This is an optimization exercise on Yosys and OpenROAD, whose aim is small area, a short achievable clock period and few clock cycles, not a production implementation. Where RTL was checked, it was by simulation tests only, not by an equivalence proof against the original. Power is estimated from default activity; no workload was simulated.

## run 1
Design redmule_streamer, start of the top module:
module redmule_streamer (
  input  logic                   clk_i,
  input  logic                   rst_n_i,
  input  logic                   x_start_i,
  input  streamer_pkg::ch_cfg_t  x_cfg_i,
  output logic                   x_valid_o,
  input  logic                   x_ready_i,
  output streamer_pkg::data_t    x_data_o,
  output logic                   x_done_o,
  input  logic                   w_start_i,
  input  streamer_pkg::ch_cfg_t  w_cfg_i,
  output logic                   w_valid_o,
  input  logic                   w_ready_i,
  output streamer_pkg::data_t    w_data_o,
  output logic                   w_done_o,
  input  logic                   y_start_i,
  input  streamer_pkg::ch_cfg_t  y_cfg_i,
  output logic                   y_valid_o,
  input  logic                   y_ready_i,
  output streamer_pkg::data_t    y_data_o,
  output logic                   y_done_o,
  input  logic                   z_start_i,
  input  streamer_pkg::ch_cfg_t  z_cfg_i,
  input  logic                   z_valid_i,
  output logic                   z_ready_o,
  input  streamer_pkg::data_t    z_data_i,
  output logic                   z_done_o,
  output logic                   mem_req_o,
  output streamer_pkg::mem_req_t mem_req_data_o,
  input  logic                   mem_gnt_i,
  input  streamer_pkg::mem_rsp_t mem_rsp_i
);
Size: ~580 flip-flops, roughly 570 I/O pins, ~24000 um^2 of cells after synthesis.
clock: 5.5 ns
lec_check: 0
abc_area: 1
cap_margin: 20
core_margin: 2
core_utilization: 55
cts_buf_list: sky130_fd_sc_hd__clkbuf_8
cts_cluster_diameter: 50
cts_cluster_size: 12
place_density: 0.68
setup_slack_margin: 3.15
slew_margin: 20
standard.sh (not shown) runs the stock make flow with config.mk's settings and CLKGATE_MAP_FILE= SYNTH_SCRIPT=/design/flow/synth_recipe.tcl, a recipe that flattens the netlist after the stock synthesis.
==> flow/flow/run.sh <==
#!/bin/bash
# The standard layout, with the smallest buffer on every input and output port.
set -euo pipefail
cd "$(dirname "$0")/.."
export BUFFER_PORTS_ARGS="-buffer_cell sky130_fd_sc_hd__buf_1"
bash standard.sh > standard.log 2>&1
Run 1 has completed all stages; timing, DRC and antenna checks passed.
Testbench counts of run 1, summed over its fixed seeds: cycles 11,314.
Input-level comparison between run 2 and run 1:
Settings: SETUP_SLACK_MARGIN: 3.15 -> 3.0; CTS_CLUSTER_SIZE: 12 -> 20; CORE_UTILIZATION: 55 -> 40; PLACE_DENSITY: 0.68 -> unset; CTS_CLUSTER_DIAMETER: 50 -> 100; CTS_BUF_LIST: sky130_fd_sc_hd__clkbuf_8 -> unset; ABC_AREA: 1 -> unset.
- Run 2 went all the way through the flow, and no timing, DRC or antenna check failed.
- Compared with run 1, run 2 shows post-route worst hold slack lower by 31 ps.
- Compare run 2 and run 1 | number of buffers and inverters on the critical path lower: run 2
- Run 2 against run 1: total of fill cells in the finished design higher; worst-case setup margin in the final layout now smaller; relative contribution of the clock network to total power picked up an extra 1.8 points; maximum operating frequency decreased by 15% relative to the old numbers; post-CTS setup-driven buffer insertion count up 12.
- Relative to run 1, detailed-placement wirelength estimate decreased by about 5% in run 2.
- Between run 1 and run 2, distinct cell type count of the synthesized netlist increased.
- For run 1, the capture point of the critical path was w_data_o[4], unlike run 2, where it was i_arbiter.inc_q[17]$_DFF_P_.
- Run 2 — measured slew at the worst slew-check pin 110 ps lower, run 1 as reference
- The wire length of the first global-routing pass in run 2 was lower than what run 1 gave.
- Highest-delay cell along the critical path: sky130_fd_sc_hd__edfxtp_1 -> run 1, sky130_fd_sc_hd__fa_2 -> run 2
Inputs modified between run 2 and run 3:
Settings: CTS_BUF_LIST now sky130_fd_sc_hd__clkbuf_8, previously not set; CTS_CLUSTER_DIAMETER now 60, was 100; CTS_CLUSTER_SIZE now 14, was 20; CORE_UTILIZATION now 60, was 40; ABC_AREA now 1, previously not set; PLACE_DENSITY now 0.72, previously not set.
Results
Row critical path depth: run 3 lower / run 2 higher. Run 3 finished end to end and its layout was clean on timing, DRC and antenna. [compare] base=run 2 new=run 3: detailed-route wire length rose 2.6%; fraction of layout instances using a drive strength above 1 fell 3.6 points.

---

Setup of lane 1:
redmule_streamer again, from the RTL that the note above started with.
clock: 5.5 ns
lec_check: 0
abc_area: 1
cap_margin: 20
core_margin: 2
core_utilization: 60
cts_buf_list: sky130_fd_sc_hd__clkbuf_8
cts_cluster_diameter: 60
cts_cluster_size: 14
place_density: 0.72
setup_slack_margin: 3.3
slew_margin: 20
Scripts as last shown in full above: flow/flow/run.sh
Testbench counts of lane 1, summed over its fixed seeds: cycles 11,314.
diff inputs: lane 1 => lane 2
--- a/flow/config.mk
+++ b/flow/config.mk
@@ -7,3 +7,2 @@
 export LEC_CHECK = 0
-export ABC_AREA = 1
 export CAP_MARGIN = 20
@@ -11,7 +10,6 @@
 export CORE_UTILIZATION = 60
-export CTS_BUF_LIST = sky130_fd_sc_hd__clkbuf_8
-export CTS_CLUSTER_DIAMETER = 60
-export CTS_CLUSTER_SIZE = 14
+export CTS_CLUSTER_DIAMETER = 100
+export CTS_CLUSTER_SIZE = 20
 export PLACE_DENSITY = 0.72
-export SETUP_SLACK_MARGIN = 3.3
+export SETUP_SLACK_MARGIN = 3.0
 export SLEW_MARGIN = 20
[lane 2] hold slack fell 18 ps relative to lane 1. Looking at non-clock buffer count, lane 2 sits 3 above lane 1. In the tables for lane 2 and lane 1, maximum fanout along the worst path reads higher with lane 2. Combinational share of power: lane 2 < lane 1. Master of the slowest instance on the critical path = sky130_fd_sc_hd__dfxtp_4: lane 2; master of the slowest instance on the critical path = sky130_fd_sc_hd__edfxtp_1: lane 1.
Input-level comparison between lane 3 and lane 2:
--- a/flow/config.mk
+++ b/flow/config.mk
@@ -7,2 +7,3 @@
 export LEC_CHECK = 0
+export ABC_AREA = 1
 export CAP_MARGIN = 20
@@ -10,6 +11,7 @@
 export CORE_UTILIZATION = 60
-export CTS_CLUSTER_DIAMETER = 100
-export CTS_CLUSTER_SIZE = 20
+export CTS_BUF_LIST = sky130_fd_sc_hd__clkbuf_8
+export CTS_CLUSTER_DIAMETER = 60
+export CTS_CLUSTER_SIZE = 14
 export PLACE_DENSITY = 0.72
-export SETUP_SLACK_MARGIN = 3.0
+export SETUP_SLACK_MARGIN = 3.15
 export SLEW_MARGIN = 20
Findings:
- Status: sequential standard cell area parity (lane 3, lane 2)
- Multi-input logic portion of the cell area: higher on lane 3
- Of lane 2 and lane 3, the run reporting the higher first-iteration DRC count was lane 3.
- Lane 3 ended with more met2 demand-to-capacity share in global routing than lane 2.
- Maximum clock skew at final layout: lower on lane 2
- Looking only at critical path data arrival time, and setting everything else aside, the lower value of lane 2 and lane 3 goes to lane 3.
- Lane 3 ended with every stage complete and zero timing, DRC or antenna violations.

---

redmule_streamer, a different RTL version from the one above (not shown whole).
Size: ~1,700 cells after synthesis, about 540 flip-flops, about 23,000 µm² of cells after synthesis.
Settings: LEC_CHECK=0, CAP_MARGIN=20, CORE_MARGIN=2, CORE_UTILIZATION=40, CTS_CLUSTER_DIAMETER=100, CTS_CLUSTER_SIZE=30, SETUP_SLACK_MARGIN=2.9, SLEW_MARGIN=20; clock period 5.5 ns.
Scripts as last shown in full above: flow/flow/run.sh
Testbench counts at the start, summed over its fixed seeds: cycles 11,327.
==> next run, changes <==
--- a/flow/config.mk
+++ b/flow/config.mk
@@ -11,2 +10,0 @@
-export CTS_CLUSTER_DIAMETER = 100
-export CTS_CLUSTER_SIZE = 30
Effect: The new run completed without violations; worst hold slack loses 0.016 ns; power rises by 15%; die area stays the same; via count rose by 2.4%; clock power is higher by 60%; core utilization climbs by 2.2 points; routed wire length went up by 2.0%; cell count goes up by about 2.4%.

---

## job 3646
redmule_streamer with an RTL version that a note above also has.
For scale: roughly 580 flip-flops, roughly 570 I/O pins.
export LEC_CHECK = 0
export CAP_MARGIN = 20
export CORE_MARGIN = 2
export CORE_UTILIZATION = 60
export CTS_CLUSTER_DIAMETER = 100
export CTS_CLUSTER_SIZE = 20
export PLACE_DENSITY = 0.72
export SETUP_SLACK_MARGIN = 2.8
export SLEW_MARGIN = 20
create_clock -name core_clock -period 5.5 [get_ports {clk_i}]
Scripts as last shown in full above: flow/flow/run.sh
Job 3646 completed every stage of the flow, and the final layout passed the timing, DRC and antenna checks.
Testbench counts of job 3646, summed over its fixed seeds: cycles 11,314.
Here is what was changed in the inputs of job 786 compared with job 3646.
# job 3646
export LEC_CHECK = 0
export CAP_MARGIN = 20
export CORE_MARGIN = 2
export CORE_UTILIZATION = 60
export CTS_CLUSTER_DIAMETER = 100
export CTS_CLUSTER_SIZE = 20
export PLACE_DENSITY = 0.72
export SETUP_SLACK_MARGIN = 2.8
export SLEW_MARGIN = 20
create_clock -name core_clock -period 5.5 [get_ports {clk_i}]
# job 786
export LEC_CHECK = 0
export ABC_AREA = 1
export CAP_MARGIN = 5
export CORE_MARGIN = 2
export CORE_UTILIZATION = 60
export CTS_BUF_LIST = sky130_fd_sc_hd__clkbuf_8
export CTS_CLUSTER_DIAMETER = 60
export CTS_CLUSTER_SIZE = 14
export PLACE_DENSITY = 0.72
export SETUP_SLACK_MARGIN = 3.15
export SLEW_MARGIN = 5
create_clock -name core_clock -period 5.5 [get_ports {clk_i}]
### Flow results
- Job 786: flow completed, timing, DRC and antenna clean
- Against job 3646, power density relative to cell area in job 786 fell by a few percent.
- Job 786 vs job 3646 — final-layout clock buffer total dropped 12%.
- Job 786 ended up with a higher count of standard-cell rows than job 3646 did.
- Comparing the two runs side by side, job 786 comes out behind job 3646 on clock skew.
- Delta(register share of the cell area, job 786 - job 3646) < 0
- Job 3646 -> job 786: total power increased slightly
- Delta (job 786 minus job 3646): HPWL after detailed placement went up by 12%; XOR/XNOR share of the synthesized area down 1.4 points.
- Diff job 3646 -> job 786: switching power went up 14%, relative slew slack went down 5.5 points, met2 wirelength from detailed routing went up 3200 um.
> inputs changed (job 786 -> job 3952)
# job 786
export LEC_CHECK = 0
export ABC_AREA = 1
export CAP_MARGIN = 5
export CORE_MARGIN = 2
export CORE_UTILIZATION = 60
export CTS_BUF_LIST = sky130_fd_sc_hd__clkbuf_8
export CTS_CLUSTER_DIAMETER = 60
export CTS_CLUSTER_SIZE = 14
export PLACE_DENSITY = 0.72
export SETUP_SLACK_MARGIN = 3.15
export SLEW_MARGIN = 5
create_clock -name core_clock -period 5.5 [get_ports {clk_i}]
# job 3952
export LEC_CHECK = 0
export ABC_AREA = 1
export CAP_MARGIN = 20
export CORE_MARGIN = 2
export CORE_UTILIZATION = 60
export CTS_CLUSTER_DIAMETER = 100
export CTS_CLUSTER_SIZE = 20
export PLACE_DENSITY = 0.72
export SETUP_SLACK_MARGIN = 3.0
export SLEW_MARGIN = 20
create_clock -name core_clock -period 5.5 [get_ports {clk_i}]
Leakage power of the design for job 3952: 3.1% down relative to job 786. Relative to job 786, combinational cell fraction of total power has decreased by 1.0 points in job 3952. Maximum frequency from static timing analysis: job 786 and job 3952 compared, higher one is job 786. Job 3952 vs. job 786: area after synthesis stayed essentially flat, core utilization fell by 0.53 points, worst relative slew slack higher, average footprint of a synthesized cell now sits at about the same level. Per the comparison of job 3952 with job 786, total non-filler cell area in the finished layout now sits lower; flip-flop and latch area held.
Relative to job 3952, the following input files were edited for job 7939:
# job 3952
export LEC_CHECK = 0
export ABC_AREA = 1
export CAP_MARGIN = 20
export CORE_MARGIN = 2
export CORE_UTILIZATION = 60
export CTS_CLUSTER_DIAMETER = 100
export CTS_CLUSTER_SIZE = 20
export PLACE_DENSITY = 0.72
export SETUP_SLACK_MARGIN = 3.0
export SLEW_MARGIN = 20
create_clock -name core_clock -period 5.5 [get_ports {clk_i}]
# job 7939
export LEC_CHECK = 0
export ABC_AREA = 1
export CAP_MARGIN = 20
export CORE_MARGIN = 2
export CORE_UTILIZATION = 70
export CTS_BUF_LIST = sky130_fd_sc_hd__clkbuf_8
export CTS_CLUSTER_DIAMETER = 60
export CTS_CLUSTER_SIZE = 14
export PLACE_DENSITY = 0.8
export SETUP_SLACK_MARGIN = 3.0
export SLEW_MARGIN = 20
create_clock -name core_clock -period 5.5 [get_ports {clk_i}]
- Against job 3952 as the reference, job 7939 delivers a higher met2 capacity usage during global routing.
- Summary of job 7939 over job 3952: worst setup margin increased 0.027 ns, shortest clock period the worst path allows after layout decreased 0.027 ns, switching component of the power decreased 0.026 mW, hold slack essentially unchanged, number of DRC violations after detailed routing essentially unchanged.
- On job 7939: fraction of power consumed by combinational cells is 1.1 points higher than what job 3952 gave.
- | number of gates given a new drive strength after cts | lower: job 7939 |
- Core area, job 7939 vs job 3952: down by more than 10%
- Job 3952 ended up with z_start_i as its worst setup path startpoint; job 7939 ended up with x_start_i.
Here is what was changed in the inputs of job 8154 compared with job 7939.
# job 7939
export LEC_CHECK = 0
export ABC_AREA = 1
export CAP_MARGIN = 20
export CORE_MARGIN = 2
export CORE_UTILIZATION = 70
export CTS_BUF_LIST = sky130_fd_sc_hd__clkbuf_8
export CTS_CLUSTER_DIAMETER = 60
export CTS_CLUSTER_SIZE = 14
export PLACE_DENSITY = 0.8
export SETUP_SLACK_MARGIN = 3.0
export SLEW_MARGIN = 20
create_clock -name core_clock -period 5.5 [get_ports {clk_i}]
# job 8154
export LEC_CHECK = 0
export ABC_AREA = 1
export CAP_MARGIN = 5
export CORE_MARGIN = 2
export CORE_UTILIZATION = 55
export CTS_BUF_LIST = sky130_fd_sc_hd__clkbuf_8
export CTS_CLUSTER_DIAMETER = 50
export CTS_CLUSTER_SIZE = 12
export PLACE_DENSITY = 0.68
export SETUP_SLACK_MARGIN = 3.2
export SLEW_MARGIN = 5
create_clock -name core_clock -period 5.5 [get_ports {clk_i}]
## What came out
- No run among job 7939 and job 8154 stopped early or left any final violation; all are clean.
- Global-route usage was higher in the run labelled job 7939.
- [compare] base=job 7939 new=job 8154: total number of nets in the final design saw an increase; die area higher; data arrival time of the critical path has decreased; critical path depth in cells shows a reduction of 4.
- Job 7939 was smaller in final cell area than job 8154.
- The higher register clock-pin slew on the reported worst setup and hold paths of job 7939 and job 8154 is in job 7939.
- Re power of the combinational group: job 7939 and job 8154 aren't equal, and the higher value belongs to job 8154.

---

== alpha ==
Another version of the RTL of redmule_streamer (not shown whole).
Size: about 540 flip-flops, roughly 570 I/O pins.
Settings: LEC_CHECK=0, CAP_MARGIN=20, CORE_MARGIN=2, CORE_UTILIZATION=40, SETUP_SLACK_MARGIN=3.1, SLEW_MARGIN=20; clock period 5.5 ns.
Scripts as last shown in full above: flow/flow/run.sh
alpha: no failed stages, no open violations at the end
Relative to alpha, the following input files were edited for beta:
# alpha
export LEC_CHECK = 0
export CAP_MARGIN = 20
export CORE_MARGIN = 2
export CORE_UTILIZATION = 40
export SETUP_SLACK_MARGIN = 3.1
export SLEW_MARGIN = 20
create_clock -name core_clock -period 5.5 [get_ports {clk_i}]
# beta
export LEC_CHECK = 0
export CAP_MARGIN = 20
export CORE_MARGIN = 2
export CORE_UTILIZATION = 40
export SLEW_MARGIN = 20
create_clock -name core_clock -period 5.5 [get_ports {clk_i}]
==> flow/run.sh (new file) <==
#!/bin/bash
# synth_recipe.tcl (not shown) runs the flow's synth.tcl, then flattens the netlist and writes it again
# the make line also repeats each setting of config.mk as NAME=value (left out here)
make -C /OpenROAD-flow-scripts/flow DESIGN_CONFIG=/design/flow/config.mk WORK_HOME=/design/flow/orfs CLKGATE_MAP_FILE= SYNTH_SCRIPT=/design/flow/synth_recipe.tcl finish
removed: flow/flow/run.sh
removed: flow/standard.sh
==> comparison <==
beta: area of all placed cells without fillers lower than alpha
Count of flip-flops with a built-in enable after synthesis came out exactly the same in beta and alpha.
Summary — area used by multi-input combinational logic, beta relative to alpha: lower, by 14%.
On beta: setup slack is 1.08 ns lower than what alpha gave.
Going from alpha to beta, the post-synthesis to final-layout area growth was found to have gone down by 1.0 points.
beta vs alpha — largest fanout on the critical path rose 44.
Delta (beta minus alpha): total via count after detailed routing lost 1307; fraction of area in multi-input gates lost 4.6 points; power spent charging and discharging nets lost 0.49 mW.
Between alpha and beta, the flow reports first-iteration DRC count decreasing by a little under 10%.
beta vs alpha, share of final layout cell area taken by non-clock buffers went up by 4.7 points.
The inputs of gamma differ from those of beta as listed below.
# beta
export LEC_CHECK = 0
export CAP_MARGIN = 20
export CORE_MARGIN = 2
export CORE_UTILIZATION = 40
export SLEW_MARGIN = 20
create_clock -name core_clock -period 5.5 [get_ports {clk_i}]
# gamma
export LEC_CHECK = 0
export CAP_MARGIN = 20
export CORE_MARGIN = 2
export CORE_UTILIZATION = 40
export SETUP_SLACK_MARGIN = 2.5
export SLEW_MARGIN = 20
create_clock -name core_clock -period 5.5 [get_ports {clk_i}]
==> flow/flow/run.sh (new file) <==
#!/bin/bash
# The standard layout, with the smallest buffer on every input and output port.
set -euo pipefail
cd "$(dirname "$0")/.."
export BUFFER_PORTS_ARGS="-buffer_cell sky130_fd_sc_hd__buf_1"
bash standard.sh > standard.log 2>&1
==> flow/standard.sh (new file) <==
#!/bin/bash
# synth_recipe.tcl (not shown) runs the flow's synth.tcl, then flattens the netlist and writes it again
# the make line also repeats each setting of config.mk as NAME=value (left out here)
make -C /OpenROAD-flow-scripts/flow DESIGN_CONFIG=/design/flow/config.mk WORK_HOME=/design/flow/orfs CLKGATE_MAP_FILE= SYNTH_SCRIPT=/design/flow/synth_recipe.tcl "${@:-finish}"
removed: flow/run.sh
### Flow results
Setup slack of the critical path after layout: gamma and beta compared, lower one is beta
Relative to beta, the via density per instance of gamma is higher by 0.36%.
Between gamma and beta, the wire length of the first global-routing pass is lower for gamma.
Diff beta -> gamma: placed wire-length estimate after detailed placement shrank by 3900 µm; worst hold-check slack went down by 0.0038 ns.
Changes observed in gamma relative to beta: design area dropped 8.3%; multi-input combinational cell count barely changed.
The higher total power came out of beta.
Summary: leakage power total, gamma better than beta
Total die area came out exactly the same in gamma and beta.
Function was not checked in any run of this note: the RTL went through the layout flow alone.

==> re-timing with driven ports <==
No port has a modelled driver above. Below, the same layouts with a new extraction and two added sets of constraints.
Step 1 assumes that a clkbuf_16 drives the clock port and a buf_2 every other input.
Step 2 moves the port delays by t, midway between the first and last clock arrival at a register: inputs arrive t later, outputs are due t later. That takes back most of the time a late clock gives input paths.
Slacks: ideal / step 1 / step 2; pairs: ideal / step 1.
run	t, ns	setup slack, ns	slew at the worst register clock pin (ns)	pins driven straight from the clock port
run 1	0.728	3.159 / 3.103 / 2.512	0.09 / 0.09	1
run 2	0.614	2.750 / 2.750 / 2.364	0.09 / 0.09	1
run 3	0.714	3.060 / 3.005 / 2.398	0.10 / 0.10	1
lane 1	0.727	3.123 / 3.065 / 2.630	0.11 / 0.11	1
lane 2	0.601	2.761 / 2.761 / 2.258	0.10 / 0.10	1
lane 3	0.705	3.135 / 3.082 / 2.496	0.10 / 0.10	1
the first run of note 3	0.647	2.643 / 2.643 / 2.382	0.12 / 0.12	1
the second run of note 3	0.661	2.659 / 2.659 / 2.395	0.07 / 0.07	1
job 3646	0.607	2.718 / 2.718 / 2.223	0.09 / 0.09	1
job 786	0.705	3.135 / 3.082 / 2.496	0.10 / 0.10	1
job 3952	0.612	3.019 / 2.999 / 2.442	0.09 / 0.09	1
job 7939	0.647	3.046 / 3.002 / 2.427	0.10 / 0.10	1
job 8154	0.732	3.058 / 3.006 / 2.552	0.09 / 0.09	1
alpha	0.688	2.558 / 2.559 / 1.872	0.07 / 0.07	1
beta	0.692	1.476 / 1.502 / 0.810	0.07 / 0.07	1
gamma	0.691	2.501 / 2.501 / 1.874	0.07 / 0.07	1
After both steps setup and hold are still met in every run listed. For alpha, which loses most, drivers alone change the setup slack by +0.001 ns; drivers and shift together by -0.686 ns.
